Background: an optimization exercise with open tools, aiming at small area, a short achievable clock period and few clock cycles per item. Do not read the settings as production practice.
In this exercise RTL edits were held to simulation tests only and were not proved equivalent to the original.
No activity file was given, so power comes from the tool's default toggle rates.

--- flow/run.sh ---
#!/bin/bash
# synth_recipe.tcl (not shown) runs the flow's synth.tcl, then flattens the netlist and writes it again
# the make line also repeats each setting of config.mk as NAME=value (left out here)
make -C /OpenROAD-flow-scripts/flow DESIGN_CONFIG=/design/flow/config.mk WORK_HOME=/design/flow/orfs CLKGATE_MAP_FILE= SYNTH_SCRIPT=/design/flow/synth_recipe.tcl finish
--- flow/config.mk ---
export PLATFORM = sky130hd
export DESIGN_NAME = selection_sort_engine_core
export DESIGN_NICKNAME = selection_sort_engine_core
export VERILOG_FILES = /design/flow/design.v
export SDC_FILE = /design/flow/constraint.sdc
export NUM_CORES = 4
export LEC_CHECK = 0
export CAP_MARGIN = 20
export CORE_MARGIN = 2
export CORE_UTILIZATION = 40
export SLEW_MARGIN = 20
--- flow/constraint.sdc ---
create_clock -name core_clock -period 4.5 [get_ports {aclk}]
set_input_delay 0.9000 -clock core_clock [delete_from_list [all_inputs] [get_ports {aclk}]]
set_output_delay 0.9000 -clock core_clock [all_outputs]
set_load 0.01 [all_outputs]
--- flow/design.v ---
`timescale 1ns / 1ps
`default_nettype none
package sse_pkg;
    localparam int DATA_W = 32;
    typedef struct packed {
        logic signed [DATA_W-1:0] value;
        logic                     is_last;
    } sse_in_t;
    typedef struct packed {
        logic signed [DATA_W-1:0] sorted_value;
        logic                     last_out;
        logic                     overflowed;
    } sse_out_t;
    typedef struct packed {
        logic insert;      
        logic drop;        
        logic close;       
        logic close_ovf;   
    } sse_cmd_t;
    typedef struct packed {
        logic full;           
        logic set_full;       
        logic pop;            
        logic full_next;
        logic set_full_next;
    } sse_status_t;
endpackage
`default_nettype wire
`timescale 1ns / 1ps
`default_nettype none
module sse_ctrl (
    input  wire logic                 aclk,
    input  wire logic                 aresetn,
    input  wire logic                 s_valid,
    input  wire sse_pkg::sse_in_t     s_data,
    output logic                      s_ready,
    input  wire sse_pkg::sse_status_t status,
    output sse_pkg::sse_cmd_t         cmd,
    output logic [sse_pkg::DATA_W-1:0] in_value
);
    logic in_vld_reg, in_last_reg;
    logic [sse_pkg::DATA_W-1:0] in_value_reg;
    logic ovf_reg;         
    logic ready_reg;
    logic take, in_done, in_vld_next;
    assign cmd.drop   = in_vld_reg && status.set_full;
    assign cmd.insert = in_vld_reg && !status.set_full && (!status.full || status.pop);
    assign cmd.close  = in_vld_reg && in_last_reg && (cmd.drop || cmd.insert);
    assign cmd.close_ovf = ovf_reg || cmd.drop;
    assign in_done    = cmd.drop || cmd.insert;
    assign in_value   = in_value_reg;
    assign take        = s_valid && ready_reg;
    assign in_vld_next = take || (in_vld_reg && !in_done);
    assign s_ready     = ready_reg;
    always_ff @(posedge aclk) begin
        if (take) begin
            in_value_reg <= s_data.value;
            in_last_reg  <= s_data.is_last;
        end
    end
    always_ff @(posedge aclk) begin
        if (!aresetn) begin
            in_vld_reg <= 1'b0;
            ovf_reg    <= 1'b0;
            ready_reg  <= 1'b1;
        end else begin
            in_vld_reg <= in_vld_next;
            if (cmd.close) begin
                ovf_reg <= 1'b0;
            end else if (cmd.drop) begin
                ovf_reg <= 1'b1;
            end
            ready_reg <= !in_vld_next || !status.full_next || status.set_full_next;
        end
    end
endmodule
`default_nettype wire
`timescale 1ns / 1ps
`default_nettype none
module sse_datapath #(
    parameter int DEPTH = 32
) (
    input  wire logic                      aclk,
    input  wire logic                      aresetn,
    input  wire sse_pkg::sse_cmd_t         cmd,
    input  wire logic signed [sse_pkg::DATA_W-1:0] in_value,
    output sse_pkg::sse_status_t           status,
    output logic                           m_valid,
    input  wire logic                      m_ready,
    output sse_pkg::sse_out_t              m_data
);
    localparam int W = sse_pkg::DATA_W;
    logic signed [W-1:0] val_reg [DEPTH];
    logic [DEPTH-1:0] vld_reg, cur_reg, tag_reg;
    logic [W-1:0] val_next [DEPTH];
    logic [DEPTH-1:0] vld_next, cur_next, tag_next;
    logic tag_in_reg;      
    logic ovf_out_reg;     
    logic m_valid_reg;
    logic pop, last_out;
    logic [DEPTH+1:0] c;
    assign c[0]       = 1'b0;
    assign c[DEPTH+1] = 1'b1;
    for (genvar i = 0; i < DEPTH; i++) begin : g_cmp
        assign c[i+1] = !vld_reg[i] ||
                        (cur_reg[i] && (val_reg[i] > in_value));
    end
    assign pop      = m_valid_reg && m_ready;
    assign last_out = !vld_reg[1] || (tag_reg[1] != tag_reg[0]);
    for (genvar i = 0; i < DEPTH; i++) begin : g_cell
        always_comb begin
            val_next[i] = val_reg[i];
            vld_next[i] = vld_reg[i];
            cur_next[i] = cur_reg[i];
            tag_next[i] = tag_reg[i];
            if (pop) begin
                if (cmd.insert && c[i+2] && !c[i+1]) begin
                    val_next[i] = in_value;
                    vld_next[i] = 1'b1;
                    cur_next[i] = 1'b1;
                    tag_next[i] = tag_in_reg;
                end else if (!(cmd.insert && c[i+1])) begin
                    if (i + 1 < DEPTH) begin
                        val_next[i] = val_reg[(i+1)%DEPTH];
                        vld_next[i] = vld_reg[(i+1)%DEPTH];
                        cur_next[i] = cur_reg[(i+1)%DEPTH];
                        tag_next[i] = tag_reg[(i+1)%DEPTH];
                    end else begin
                        vld_next[i] = 1'b0;
                        cur_next[i] = 1'b0;
                    end
                end
            end else if (cmd.insert && c[i+1]) begin
                if (c[i]) begin
                    val_next[i] = val_reg[(i+DEPTH-1)%DEPTH];
                    vld_next[i] = vld_reg[(i+DEPTH-1)%DEPTH];
                    cur_next[i] = cur_reg[(i+DEPTH-1)%DEPTH];
                    tag_next[i] = tag_reg[(i+DEPTH-1)%DEPTH];
                end else begin
                    val_next[i] = in_value;
                    vld_next[i] = 1'b1;
                    cur_next[i] = 1'b1;
                    tag_next[i] = tag_in_reg;
                end
            end
            if (cmd.close) begin
                cur_next[i] = 1'b0;
            end
        end
    end
    always_ff @(posedge aclk) begin
        for (int i = 0; i < DEPTH; i++) begin
            val_reg[i] <= val_next[i];
        end
        tag_reg <= tag_next;
    end
    always_ff @(posedge aclk) begin
        if (!aresetn) begin
            vld_reg     <= '0;
            cur_reg     <= '0;
            tag_in_reg  <= 1'b0;
            ovf_out_reg <= 1'b0;
            m_valid_reg <= 1'b0;
        end else begin
            vld_reg     <= vld_next;
            cur_reg     <= cur_next;
            if (cmd.close) begin
                tag_in_reg <= !tag_in_reg;
            end
            if (cmd.close && cmd.close_ovf) begin
                ovf_out_reg <= 1'b1;
            end else if (pop && last_out) begin
                ovf_out_reg <= 1'b0;
            end
            m_valid_reg <= vld_next[0] && !cur_next[0];
        end
    end
    assign status.full          = vld_reg[DEPTH-1];
    assign status.set_full      = cur_reg[0] && vld_reg[DEPTH-1];
    assign status.pop           = pop;
    assign status.full_next     = vld_next[DEPTH-1];
    assign status.set_full_next = cur_next[0] && vld_next[DEPTH-1];
    assign m_valid              = m_valid_reg;
    assign m_data.sorted_value  = val_reg[0];
    assign m_data.last_out      = last_out;
    assign m_data.overflowed    = ovf_out_reg;
endmodule
`default_nettype wire
`timescale 1ns / 1ps
`default_nettype none
module selection_sort_engine_core #(
    parameter int DEPTH = 32
) (
    input  wire logic              aclk,
    input  wire logic              aresetn,
    input  wire logic              s_valid,
    output logic                   s_ready,
    input  wire sse_pkg::sse_in_t  s_data,
    output logic                   m_valid,
    input  wire logic              m_ready,
    output sse_pkg::sse_out_t      m_data
);
    sse_pkg::sse_cmd_t    cmd;
    sse_pkg::sse_status_t status;
    logic [sse_pkg::DATA_W-1:0] in_value;
    sse_ctrl u_ctrl (
        .aclk     (aclk),
        .aresetn  (aresetn),
        .s_valid  (s_valid),
        .s_data   (s_data),
        .s_ready  (s_ready),
        .status   (status),
        .cmd      (cmd),
        .in_value (in_value)
    );
    sse_datapath #(
        .DEPTH (DEPTH)
    ) u_datapath (
        .aclk     (aclk),
        .aresetn  (aresetn),
        .cmd      (cmd),
        .in_value (in_value),
        .status   (status),
        .m_valid  (m_valid),
        .m_ready  (m_ready),
        .m_data   (m_data)
    );
endmodule
`default_nettype wire
==> notes.md <==
The global routing usage summed across all routing layers came out at 28.85%. Derived from the worst setup path, the maximum achievable clock frequency is 0.2327 GHz. The largest net degree at the start of global routing came out at 137. STA classifies the critical path endpoint as a register. The longest clock path from root to sink contains 3 buffers.

The detailed route wirelength on metal3 is 27,350 µm. The HPWL after detailed placement is 222,600 µm. The path category of the worst min-delay check is reg2reg. The detailed router put a total of 130,800 µm of wire on met1.

The highest metal layer carrying signal wires in the routed design is met4. The number of flip-flops under the largest register name is 1,024. Synthesis handed over a netlist of 7,461 instances. The synthesized netlist net count is 8,522. The leakage power summed over all cells came out at 34.36 nW. The highest net fanout along the worst path is 33. The number of antenna violations at the first check in global routing was 3. The worst setup path is launched from a register.

The count of hold buffers inserted by post-cts repair is 0. The setup path with the least slack is of type reg2reg. The total power density per cell area is 418.8 nW/µm². The starting utilization of the core area is 40.35%.

The final setup violation count is 0. After the last flow step, the layout net total stands at 8,592. The count of synthesis-stage warnings from yosys came out at 4.

On the final layout, the worst clock skew is 0.03926 ns. The tree built by TritonCTS fans out to 1,159 sinks. The average footprint of a synthesized cell is 10.70 µm². The growth of design area from synthesis to finish is 14.05%. The die outline area is 203,100 µm². The region available for standard cell placement spans 197,800 µm².

The post-detailed-route count of antenna-violating nets is 0. The post-route netlist has 13.86% of its cells at a drive strength greater than 1. In the final timing run, aggregate negative setup slack is 0 ns. The insertion delay to the later sink of the worst-skew pair came out at 0.82 ns. The post-detailed-route via-to-cell ratio is 6.636.

The final layout contains routed wiring with a total length of 303,600 µm. CTS placed an instance of sky130_fd_sc_hd__clkbuf_16 at the clock tree root. The count of distinct cell types in the synthesized netlist is 104. Global routing finished with a remaining overflow of 0. The leading register cell type out of synthesis is sky130_fd_sc_hd__edfxtp_1. The H-tree generated during clock tree synthesis spans 4 levels. The last weighted congestion value of the routability-driven placer came out at 0.9352.

The die width is 450.7 µm. The number of DRC markers in iteration 0 is 8,216. The number of placement rows is 163. Of the available clock period, the critical path in the final layout requires 95.51%.

Setup repair after global routing left no endpoint under its margin. The final routed wire length divided by cell count is 29.51 µm. The number of global-route vias before repair came out at 64,594.

The slew of the pin with the lowest slew margin is 1.050 ns. The post-synthesis async set-or-reset flop share is 0%. The number of buffers inserted by port buffering came out at 72. The post-placement setup slack is 0.01319 ns. The peak supply drop came out at 0.0002995 V.

The floorplan die height came out at 450.7 µm. 73 I/O pins were placed. The total number of vias came out at 68,253. Sequential elements use 42.73% of the synthesized area. For the worst setup path, the data required time is 5.17 ns. The met2 layer wire length in the routed design came out at 128,700 µm. The worst pin sits at a relative slew slack of 30.02%. The register bit count reported by yosys came out at 1,159. The number of non-filler instances in the completed layout came out at 10,286. The final worst slack came out at 0.2019 ns. In the routed design, unresolved DRC markers number 0. TritonCTS built the clock tree. Before antenna repair, the detailed router went through 6 iterations. The count of endpoints failing hold in the final timing report came out at 0. The run finished with no timing, DRC or antenna violations. The number of buffers added by the clock tree synthesis step came out at 141. The first-pass GRT wire length came out at 441,300 µm.

After synthesis the cells add up to 79,820 µm². The number of placed instances with taps included came out at 10,024. The number of enable flip-flop cells after synthesis came out at 1,089.

The register clock-pin slew on the reported worst setup and hold paths came out at 0.06 ns. The number of pins exceeding their max-slew limit in the final report came to 0. At the worst endpoint, the arrival time is 4.96 ns. The shortest period the worst path allows is 4.298 ns.

The max capacitance violation total came out at 0.
[kinds of logic after synthesis]
logic type / count (synthesis) / share of synthesized area (%)
simple gates: 1702 / 10.84
flops: 1159 / 42.73
fa+ha+maj: 1024 / 16.05
compound gates: 2726 / 24.58
xor+xnor: 35 / 0.3841
mux: 142 / 1.840
buf+inv: 673 / 3.569
[timing repair]
action	in CTS	in global routing
pin swaps	0	0
resized for setup	1	3
buffers inserted	0	0
endpoints found under the setup margin	21	60
endpoints found under the hold margin	0	0
[layout make-up]
cell class | instances | area, µm²
inverter | 123 | 461.7
multi-input combinational | 5629 | 43640
sequential | 1159 | 34100
clock buffer | 195 | 3939
clock inverter | 60 | 465.4
tap | 2640 | 3303
timing repair buffer | 477 | 5107
antenna | 3 | 7.507
fill | 18148 | 106800
[critical path: stages, from the launching register on]
cell	delay, ns
sky130_fd_sc_hd__edfxtp_1	0.39
sky130_fd_sc_hd__inv_2	0.37
sky130_fd_sc_hd__buf_4	0.34
sky130_fd_sc_hd__ha_1	0.27
sky130_fd_sc_hd__nand4_1	0.14
sky130_fd_sc_hd__nor4_1	0.07
sky130_fd_sc_hd__buf_4	0.15
sky130_fd_sc_hd__a21boi_0	0.12
sky130_fd_sc_hd__a2111oi_0	0.54
sky130_fd_sc_hd__buf_4	0.22
sky130_fd_sc_hd__o21a_1	0.12
sky130_fd_sc_hd__o31ai_1	0.07
sky130_fd_sc_hd__buf_4	0.20
sky130_fd_sc_hd__or4_1	0.52
sky130_fd_sc_hd__o21ai_2	0.08
sky130_fd_sc_hd__buf_4	0.35
sky130_fd_sc_hd__a21o_1	0.19
[per-stage QoR]
stage	total power [W]	hold slack (ns)	util (%)	area, µm²
6_report	0.03812	0.4666	46.02	91030
5_1_grt	0.03973	0.4955	46.01	91020
4_1_cts	0.03791	0.4706	45.95	90890
3_5_place_dp	0.02670	0.4570	43.72	86490
3_3_place_gp	0.02629	0.4487	43.71	86460
2_1_floorplan	0.02257	0.4358	-	80180
[worst paths after layout]
path / slack [ns] / start / to / cells past startpoint
hold / removal: 0.47 / u_ctrl.ovf_reg / u_ctrl.ovf_reg / 2
hold reg to reg: 0.47 / u_ctrl.ovf_reg / u_ctrl.ovf_reg / 2
setup reg to reg: 0.20 / u_ctrl.in_value_reg[8] / u_datapath.val_reg[5][19] / 16
setup / recovery: 0.20 / u_ctrl.in_value_reg[8] / u_datapath.val_reg[5][19] / 16
[per-layer routing]
metal  vias up  global-route usage (%)
met1     33887                   40.87
met3       580                   4.419
met4         0                   14.51
met2      3608                   42.63
li1      30178                       -
met5         -                       0
[report_power, final]
part / internal [W] / total (W) / switching [W]
clock: 0.00644 / 0.0112 / 0.00480
combinational: 0.00469 / 0.0108 / 0.00612
sequential: 0.0141 / 0.0161 / 0.00192
[placed cells by master (no fill, tap or decap), types with 35 or more instances in the layout]
master,n
sky130_fd_sc_hd__buf_12,100
sky130_fd_sc_hd__mux2_2,38
sky130_fd_sc_hd__dfxtp_1,70
sky130_fd_sc_hd__o221a_2,197
sky130_fd_sc_hd__mux2i_1,102
sky130_fd_sc_hd__o21a_1,274
sky130_fd_sc_hd__nand4_1,215
sky130_fd_sc_hd__nand2b_1,54
sky130_fd_sc_hd__edfxtp_1,1089
sky130_fd_sc_hd__ha_1,1024
sky130_fd_sc_hd__o211ai_1,53
sky130_fd_sc_hd__nor2b_1,45
sky130_fd_sc_hd__a21o_1,167
sky130_fd_sc_hd__nor4_1,39
sky130_fd_sc_hd__a221o_1,39
sky130_fd_sc_hd__clkbuf_16,147
sky130_fd_sc_hd__a31oi_1,35
sky130_fd_sc_hd__inv_1,92
sky130_fd_sc_hd__o21ai_0,258
sky130_fd_sc_hd__clkdlybuf4s50_1,71
sky130_fd_sc_hd__buf_4,300
sky130_fd_sc_hd__a221oi_1,48
sky130_fd_sc_hd__and3_1,53
sky130_fd_sc_hd__o22a_1,164
sky130_fd_sc_hd__a22oi_1,36
sky130_fd_sc_hd__a21oi_1,677
sky130_fd_sc_hd__a211oi_1,96
sky130_fd_sc_hd__or3_1,149
sky130_fd_sc_hd__nor2_1,401
sky130_fd_sc_hd__clkbuf_1,40
sky130_fd_sc_hd__o32a_1,99
sky130_fd_sc_hd__or2_2,78
sky130_fd_sc_hd__o22ai_1,270
sky130_fd_sc_hd__nor3_1,78
sky130_fd_sc_hd__nand2_1,388
sky130_fd_sc_hd__nand3_1,90
sky130_fd_sc_hd__o221a_1,35
[synth_stat cells, types with 39 or more instances]
| library cell | n | area share, % |
|---|---|---|
| sky130_fd_sc_hd__nor2_1 | 406 | 1.9 |
| sky130_fd_sc_hd__nand3_1 | 91 | 0.57 |
| sky130_fd_sc_hd__o221a_2 | 197 | 2.8 |
| sky130_fd_sc_hd__a21oi_1 | 684 | 4.3 |
| sky130_fd_sc_hd__o22a_1 | 164 | 1.8 |
| sky130_fd_sc_hd__a211oi_1 | 96 | 0.90 |
| sky130_fd_sc_hd__nand4_1 | 215 | 1.7 |
| sky130_fd_sc_hd__o211ai_1 | 53 | 0.50 |
| sky130_fd_sc_hd__a221o_1 | 39 | 0.49 |
| sky130_fd_sc_hd__a221oi_1 | 48 | 0.53 |
| sky130_fd_sc_hd__inv_1 | 123 | 0.58 |
| sky130_fd_sc_hd__ha_1 | 1024 | 16 |
| sky130_fd_sc_hd__o21ai_0 | 258 | 1.6 |
| sky130_fd_sc_hd__a21o_1 | 167 | 1.6 |
| sky130_fd_sc_hd__o32a_1 | 99 | 1.2 |
| sky130_fd_sc_hd__nor2b_1 | 46 | 0.36 |
| sky130_fd_sc_hd__nand2_1 | 392 | 1.8 |
| sky130_fd_sc_hd__clkbuf_1 | 339 | 1.6 |
| sky130_fd_sc_hd__o21a_1 | 274 | 2.6 |
| sky130_fd_sc_hd__mux2i_1 | 104 | 1.3 |
| sky130_fd_sc_hd__dfxtp_1 | 70 | 1.8 |
| sky130_fd_sc_hd__o22ai_1 | 270 | 2.1 |
| sky130_fd_sc_hd__or3_1 | 149 | 1.2 |
| sky130_fd_sc_hd__or2_2 | 78 | 0.61 |
| sky130_fd_sc_hd__nor3_1 | 78 | 0.49 |
| sky130_fd_sc_hd__nor4_1 | 40 | 0.31 |
| sky130_fd_sc_hd__buf_2 | 165 | 1.0 |
| sky130_fd_sc_hd__edfxtp_1 | 1089 | 41 |
| sky130_fd_sc_hd__and3_1 | 53 | 0.42 |
| sky130_fd_sc_hd__nand2b_1 | 54 | 0.42 |
Testbench counts, summed over its fixed seeds: cycles 4,055, items 3,794.

## afterwards: timing with drivers on the ports
The flow's constraints put no driver on any port. The routed layout listed below was extracted and timed again, unchanged, in two steps.
Step 1: set_driving_cell puts a clkbuf_16 on aclk and a buf_2 on each other input, an assumption about the parent block.
Step 2 adds t to the input delays and takes it off the output delays; t is the mean of the earliest and latest rising clock arrival at the registers after step 1. Input paths then give back, and output paths get back, about the clock's delay inside the block.
a / b / c = no drivers / after step 1 / after step 2; a / b = the first two.
t (ns): 0.899
setup slack, ns: 0.202 / 0.202 / 0.202
worst setup path at the end: register to register
worst slew at a driven data input, ns: 0.07
cell pins on the clock port's net: 1
After both steps setup and hold are still met in this run. For this run, drivers alone change the setup slack by 0.000 ns; drivers and shift together by 0.000 ns.
